Background: an optimization exercise with open tools, aiming at small area. Do not read the settings as production practice.
The RTL was checked by simulation tests, not by an equivalence proof against the original design.
Power is estimated from default activity; no workload was simulated.

==> flow/design.v <==
`timescale 1ns/100ps
package stat_bus_pkg;
   typedef struct packed {
      logic                    wr;
      logic                    rd;
      logic [8-1:0] addr;
      logic [32-1:0] wdata;
   } stat_req_t;
   typedef struct packed {
      logic                    ack;
      logic [8-1:0]  intr;
      logic [32-1:0] rdata;
   } stat_ack_t;
   localparam int STAT_REQ_W = 2 + 8 + 32;
   localparam int STAT_ACK_W = 1 + 8 + 32;
endpackage
`timescale 1ns/100ps
package stat_reg_pkg;
   typedef logic [8-1:0] reg_addr_t;
   localparam reg_addr_t REG_ID         = 'h00;
   localparam reg_addr_t REG_SCRATCH    = 'h04;
   localparam reg_addr_t REG_READY      = 'h08;
   localparam reg_addr_t REG_WR_COUNT   = 'h0C;
   localparam reg_addr_t REG_INT_STATUS = 'h10;
   localparam reg_addr_t REG_INT_SET    = 'h14;
   typedef logic [8-1:0]  int_bits_t;
   typedef logic [3-1:0] ready_bits_t;
endpackage
`timescale 1ns/100ps
`timescale 1ns/100ps
`timescale 1ns/100ps
`timescale 1ns/100ps
module ddr_stat_top (
   input  logic                        clk,
   input  logic                        pipe_rst_n,
   input  logic                        sh_ddr_stat_wr,
   input  logic                        sh_ddr_stat_rd,
   input  logic [8-1:0]     sh_ddr_stat_addr,
   input  logic [32-1:0]     sh_ddr_stat_wdata,
   input  stat_reg_pkg::ready_bits_t   sh_cl_ddr_is_ready,
   output logic                        ddr_sh_stat_ack,
   output logic [32-1:0]     ddr_sh_stat_rdata,
   output stat_reg_pkg::int_bits_t     ddr_sh_stat_int
);
   localparam int STAGES = 2 * 8 + 3;    
   localparam int LAST   = STAGES - 1;                   
   localparam int APPLY  = STAGES - 2;                   
   localparam int READY  = 8 + 1;        
   localparam logic [2:0] KIND_NONE = 3'b000;
   localparam logic [2:0] KIND_ACK0 = 3'b001;    
   localparam logic [2:0] KIND_ID   = 3'b010;
   localparam logic [2:0] KIND_BAD  = 3'b011;
   localparam logic [2:0] KIND_RDY  = 3'b100;
   localparam logic [2:0] KIND_SCR  = 3'b101;
   localparam logic [2:0] KIND_CNT  = 3'b110;
   localparam logic [2:0] KIND_INT  = 3'b111;
   logic                    big_q   [LAST];
   logic                    which_q [LAST];
   logic [32-1:0] data_q  [LAST];
   logic                    ack_q;
   logic                    sel_id_q, sel_bad_q, sel_rdy_q;
   logic                    sel_scr_q, sel_cnt_q, sel_int_q;
   logic [2:0]              rdy_q;
   logic [32-1:0] scratch_q;
   logic                    scratch_set_q;       
   logic [32-1:0] wr_count_q;
   stat_reg_pkg::int_bits_t int_status_q;
   logic                    is_id, is_scr, is_rdy, is_cnt, is_ist, is_iset;
   logic                    big_in;
   logic [2:0]              kind_in;
   logic [32-1:0] data_in;
   assign is_id   = sh_ddr_stat_addr == stat_reg_pkg::REG_ID;
   assign is_scr  = sh_ddr_stat_addr == stat_reg_pkg::REG_SCRATCH;
   assign is_rdy  = sh_ddr_stat_addr == stat_reg_pkg::REG_READY;
   assign is_cnt  = sh_ddr_stat_addr == stat_reg_pkg::REG_WR_COUNT;
   assign is_ist  = sh_ddr_stat_addr == stat_reg_pkg::REG_INT_STATUS;
   assign is_iset = sh_ddr_stat_addr == stat_reg_pkg::REG_INT_SET;
   always_comb
   begin
      big_in  = sh_ddr_stat_wr && (is_scr || is_cnt);
      kind_in = !sh_ddr_stat_wr && !sh_ddr_stat_rd ? KIND_NONE :
                sh_ddr_stat_wr ? KIND_ACK0 :
                is_scr  ? KIND_SCR :
                is_cnt  ? KIND_CNT :
                is_ist  ? KIND_INT :
                is_id   ? KIND_ID  :
                is_rdy  ? KIND_RDY :
                is_iset ? KIND_ACK0 : KIND_BAD;
      data_in = sh_ddr_stat_wdata;
      if (!big_in)
      begin
         data_in[31:29] = kind_in;
         data_in[13]    = !sh_ddr_stat_wr;
         data_in[9:8]   = {is_ist, is_iset};
      end
   end
   logic [4:0] since_rst_q;
   logic       apply_ok;
   always_ff @(posedge clk)
   begin
      if (!pipe_rst_n)
         since_rst_q <= '0;
      else if (since_rst_q != 5'(APPLY + 1))
         since_rst_q <= since_rst_q + 5'd1;
   end
   assign apply_ok = since_rst_q == 5'(APPLY + 1);
   logic [2:0] last_in;
   assign last_in = !pipe_rst_n || !apply_ok ? KIND_NONE :
                    big_q[LAST-1] ? KIND_ACK0 : data_q[LAST-1][31:29];
   always_ff @(posedge clk)
   begin
      big_q[0]   <= big_in;
      which_q[0] <= is_cnt;
      data_q[0]  <= data_in;
      for (int i = 1; i < LAST; i++)
      begin
         big_q[i]   <= big_q[i-1];
         which_q[i] <= which_q[i-1];
         data_q[i]  <= data_q[i-1];
      end
      if (!big_q[READY-1])
         data_q[READY][12:10] <= sh_cl_ddr_is_ready;
      ack_q     <= last_in != KIND_NONE;
      sel_id_q  <= last_in == KIND_ID;
      sel_bad_q <= last_in == KIND_BAD;
      sel_rdy_q <= last_in == KIND_RDY;
      sel_scr_q <= last_in == KIND_SCR;
      sel_cnt_q <= last_in == KIND_CNT;
      sel_int_q <= last_in == KIND_INT;
      rdy_q     <= data_q[LAST-1][12:10];
   end
   logic                    big_a, which_a;
   logic [32-1:0] data_a;
   logic                    w_scr, w_cnt, w_int;
   assign big_a   = big_q[APPLY];
   assign which_a = which_q[APPLY];
   assign data_a  = data_q[APPLY];
   assign w_scr   = apply_ok && big_a && !which_a;
   assign w_cnt   = apply_ok && big_a && which_a;
   assign w_int   = apply_ok && !big_a && data_a[31:29] == KIND_ACK0 && !data_a[13];
   localparam int SEG  = 8;
   localparam int NSEG = 32 / SEG;
   logic                    cnt_inc;
   logic [NSEG-1:0]         seg_ones;            
   logic [32-1:0] cnt_carry;
   logic [32-1:0] wr_count_inc;
   assign cnt_inc = w_scr || w_int;
   for (genvar j = 0; j < NSEG; j++)
   begin : g_seg_ones
      assign seg_ones[j] = &wr_count_q[j*SEG +: SEG];
   end
   always_comb
   begin
      for (int i = 0; i < 32; i++)
      begin
         if (i % SEG == 0)
         begin
            cnt_carry[i] = cnt_inc;
            for (int j = 0; j < i / SEG; j++)
               cnt_carry[i] = cnt_carry[i] && seg_ones[j];
         end
         else
            cnt_carry[i] = cnt_carry[i-1] && wr_count_q[i-1];
         wr_count_inc[i] = wr_count_q[i] ^ cnt_carry[i];
      end
   end
   always_ff @(posedge clk)
   begin
      if (w_scr)
         scratch_q <= data_a;
   end
   always_ff @(posedge clk)
   begin
      if (!apply_ok)
      begin
         scratch_set_q <= 1'b0;
         wr_count_q    <= '0;
      end
      else
      begin
         if (w_scr)
            scratch_set_q <= 1'b1;
         if (w_cnt)
            wr_count_q <= data_a;
         else
            wr_count_q <= wr_count_inc;
      end
   end
   always_ff @(posedge clk)
   begin
      if (!pipe_rst_n)
         int_status_q <= '0;
      else if (w_int)
         int_status_q <= (int_status_q & ~(data_a[9] ? data_a[7:0] : 8'h00)) |
                         (data_a[8] ? data_a[7:0] : 8'h00);
   end
   always_comb
   begin
      ddr_sh_stat_rdata = '0;
      if (sel_id_q)
         ddr_sh_stat_rdata = ddr_sh_stat_rdata | 32'h5d1a_0a01;
      if (sel_bad_q)
         ddr_sh_stat_rdata = ddr_sh_stat_rdata | 32'hdead_da7a;
      if (sel_rdy_q)
         ddr_sh_stat_rdata[3-1:0] = ddr_sh_stat_rdata[3-1:0] | rdy_q;
      if (sel_scr_q && scratch_set_q)
         ddr_sh_stat_rdata = ddr_sh_stat_rdata | scratch_q;
      if (sel_cnt_q)
         ddr_sh_stat_rdata = ddr_sh_stat_rdata | wr_count_q;
      if (sel_int_q)
         ddr_sh_stat_rdata[8-1:0] = ddr_sh_stat_rdata[8-1:0] | int_status_q;
   end
   assign ddr_sh_stat_ack = ack_q;
   assign ddr_sh_stat_int = int_status_q;
endmodule
Settings: LEC_CHECK=0, CAP_MARGIN=20, CORE_MARGIN=2, CORE_UTILIZATION=65, PLACE_DENSITY=0.8, SLEW_MARGIN=20; clock period 4.0 ns.
standard.sh (not shown) runs the stock make flow with config.mk's settings and CLKGATE_MAP_FILE= SYNTH_SCRIPT=/design/flow/synth_recipe.tcl, a recipe that flattens the netlist after the stock synthesis.
==> flow/flow/run.sh <==
#!/bin/bash
# The standard layout (standard.sh, the standard flow's own ORFS run) with two changes to
# how it is built: the port buffers are the smallest buffer instead of the
# one buffer_ports picks, and clock tree synthesis uses its own buffer list and
# clustering and inserts no dummy loads. Every tool's output is in flow.log and
# in ORFS's own logs under orfs/logs.
set -euo pipefail
bash standard.sh \
  BUFFER_PORTS_ARGS="-buffer_cell sky130_fd_sc_hd__buf_1" \
  CTS_ARGS="-sink_clustering_enable -repair_clock_nets -dont_use_dummy_load -buf_list sky130_fd_sc_hd__clkbuf_4 -sink_clustering_size 10 -sink_clustering_max_diameter 40" \
  finish > flow.log 2>&1
The baseline went through all stages and came out clean.
Rerun with:
--- a/flow/design.v
+++ b/flow/design.v
@@ -57,10 +57,8 @@
    logic                    big_q   [LAST];
    logic                    which_q [LAST];
    logic [32-1:0] data_q  [LAST];
-   logic                    ack_q;
-   logic                    sel_id_q, sel_bad_q, sel_rdy_q;
-   logic                    sel_scr_q, sel_cnt_q, sel_int_q;
-   logic [2:0]              rdy_q;
+   logic [2:0]              code_q;              
+   logic [2:0]              rdy_q;               
    logic [32-1:0] scratch_q;
    logic                    scratch_set_q;       
    logic [32-1:0] wr_count_q;
@@ -96,17 +94,16 @@
    end
    logic [4:0] since_rst_q;
    logic       apply_ok;
+   logic       last_ok;
    always_ff @(posedge clk)
    begin
       if (!pipe_rst_n)
          since_rst_q <= '0;
-      else if (since_rst_q != 5'(APPLY + 1))
+      else if (since_rst_q != 5'(LAST + 1))
          since_rst_q <= since_rst_q + 5'd1;
    end
-   assign apply_ok = since_rst_q == 5'(APPLY + 1);
-   logic [2:0] last_in;
-   assign last_in = !pipe_rst_n || !apply_ok ? KIND_NONE :
-                    big_q[LAST-1] ? KIND_ACK0 : data_q[LAST-1][31:29];
+   assign apply_ok = since_rst_q >= 5'(APPLY + 1);
+   assign last_ok  = since_rst_q == 5'(LAST + 1);
    always_ff @(posedge clk)
    begin
       big_q[0]   <= big_in;
@@ -120,14 +117,8 @@
       end
       if (!big_q[READY-1])
          data_q[READY][12:10] <= sh_cl_ddr_is_ready;
-      ack_q     <= last_in != KIND_NONE;
-      sel_id_q  <= last_in == KIND_ID;
-      sel_bad_q <= last_in == KIND_BAD;
-      sel_rdy_q <= last_in == KIND_RDY;
-      sel_scr_q <= last_in == KIND_SCR;
-      sel_cnt_q <= last_in == KIND_CNT;
-      sel_int_q <= last_in == KIND_INT;
-      rdy_q     <= data_q[LAST-1][12:10];
+      code_q <= big_q[LAST-1] ? KIND_ACK0 : data_q[LAST-1][31:29];
+      rdy_q  <= data_q[LAST-1][12:10];
    end
    logic                    big_a, which_a;
    logic [32-1:0] data_a;
@@ -194,22 +185,20 @@
          int_status_q <= (int_status_q & ~(data_a[9] ? data_a[7:0] : 8'h00)) |
                          (data_a[8] ? data_a[7:0] : 8'h00);
    end
+   logic [2:0] code_l;
+   assign code_l = last_ok ? code_q : KIND_NONE;
    always_comb
    begin
-      ddr_sh_stat_rdata = '0;
-      if (sel_id_q)
-         ddr_sh_stat_rdata = ddr_sh_stat_rdata | 32'h5d1a_0a01;
-      if (sel_bad_q)
-         ddr_sh_stat_rdata = ddr_sh_stat_rdata | 32'hdead_da7a;
-      if (sel_rdy_q)
-         ddr_sh_stat_rdata[3-1:0] = ddr_sh_stat_rdata[3-1:0] | rdy_q;
-      if (sel_scr_q && scratch_set_q)
-         ddr_sh_stat_rdata = ddr_sh_stat_rdata | scratch_q;
-      if (sel_cnt_q)
-         ddr_sh_stat_rdata = ddr_sh_stat_rdata | wr_count_q;
-      if (sel_int_q)
-         ddr_sh_stat_rdata[8-1:0] = ddr_sh_stat_rdata[8-1:0] | int_status_q;
-   end
-   assign ddr_sh_stat_ack = ack_q;
+      case (code_l)
+         KIND_ID:  ddr_sh_stat_rdata = 32'h5d1a_0a01;
+         KIND_BAD: ddr_sh_stat_rdata = 32'hdead_da7a;
+         KIND_RDY: ddr_sh_stat_rdata = {{(32-3){1'b0}}, rdy_q};
+         KIND_SCR: ddr_sh_stat_rdata = scratch_set_q ? scratch_q : '0;
+         KIND_CNT: ddr_sh_stat_rdata = wr_count_q;
+         KIND_INT: ddr_sh_stat_rdata = {{(32-8){1'b0}}, int_status_q};
+         default:  ddr_sh_stat_rdata = '0;
+      endcase
+   end
+   assign ddr_sh_stat_ack = code_l != KIND_NONE;
    assign ddr_sh_stat_int = int_status_q;
 endmodule
After rerunning: Setup slack is worse by 760 ps. Power stays flat. Cell area stays flat. Fmax shrinks by 21%. Die area stays flat. Wire length grows by about 0.5%. Area after synthesis hardly moves. Count of clock-buffer cells in the layout grows by 2. Global-route usage grows by 0.48 points. Sequential share of layout area shrinks by 0.68 points. Cell count grows by 0.81%. Synthesized cell count grows by 0.70%.

==> separate check: timing with driven ports <==
In the flow no input, the clock included, has a driving cell. The finished layouts below were timed again as built, in two steps. Step 1 assumes that a clkbuf_16 drives the clock port and a buf_2 every other input. Step 2 times the ports against the registers' clock, not the clock port: input delays grow and output delays shrink by t, the midpoint of the rising clock arrivals with the driver on. Three values: ideal ports, drivers, drivers and shift; two values: the first two.
| run | shift t [ns] | setup WS [ns] | hold WS [ns] | worst setup path after step 2 | worst data-port slew with drivers (ns) |
|---|---|---|---|---|---|
| the first run | 0.690 | 1.057 / 1.018 / 1.076 | 0.206 / 0.191 / 0.300 | register to register | 0.03 |
| the second run | 0.690 | 0.292 / 0.253 / 0.841 | 0.191 / 0.177 / 0.262 | register to register | 0.04 |
After both steps setup and hold are still met in every run listed.
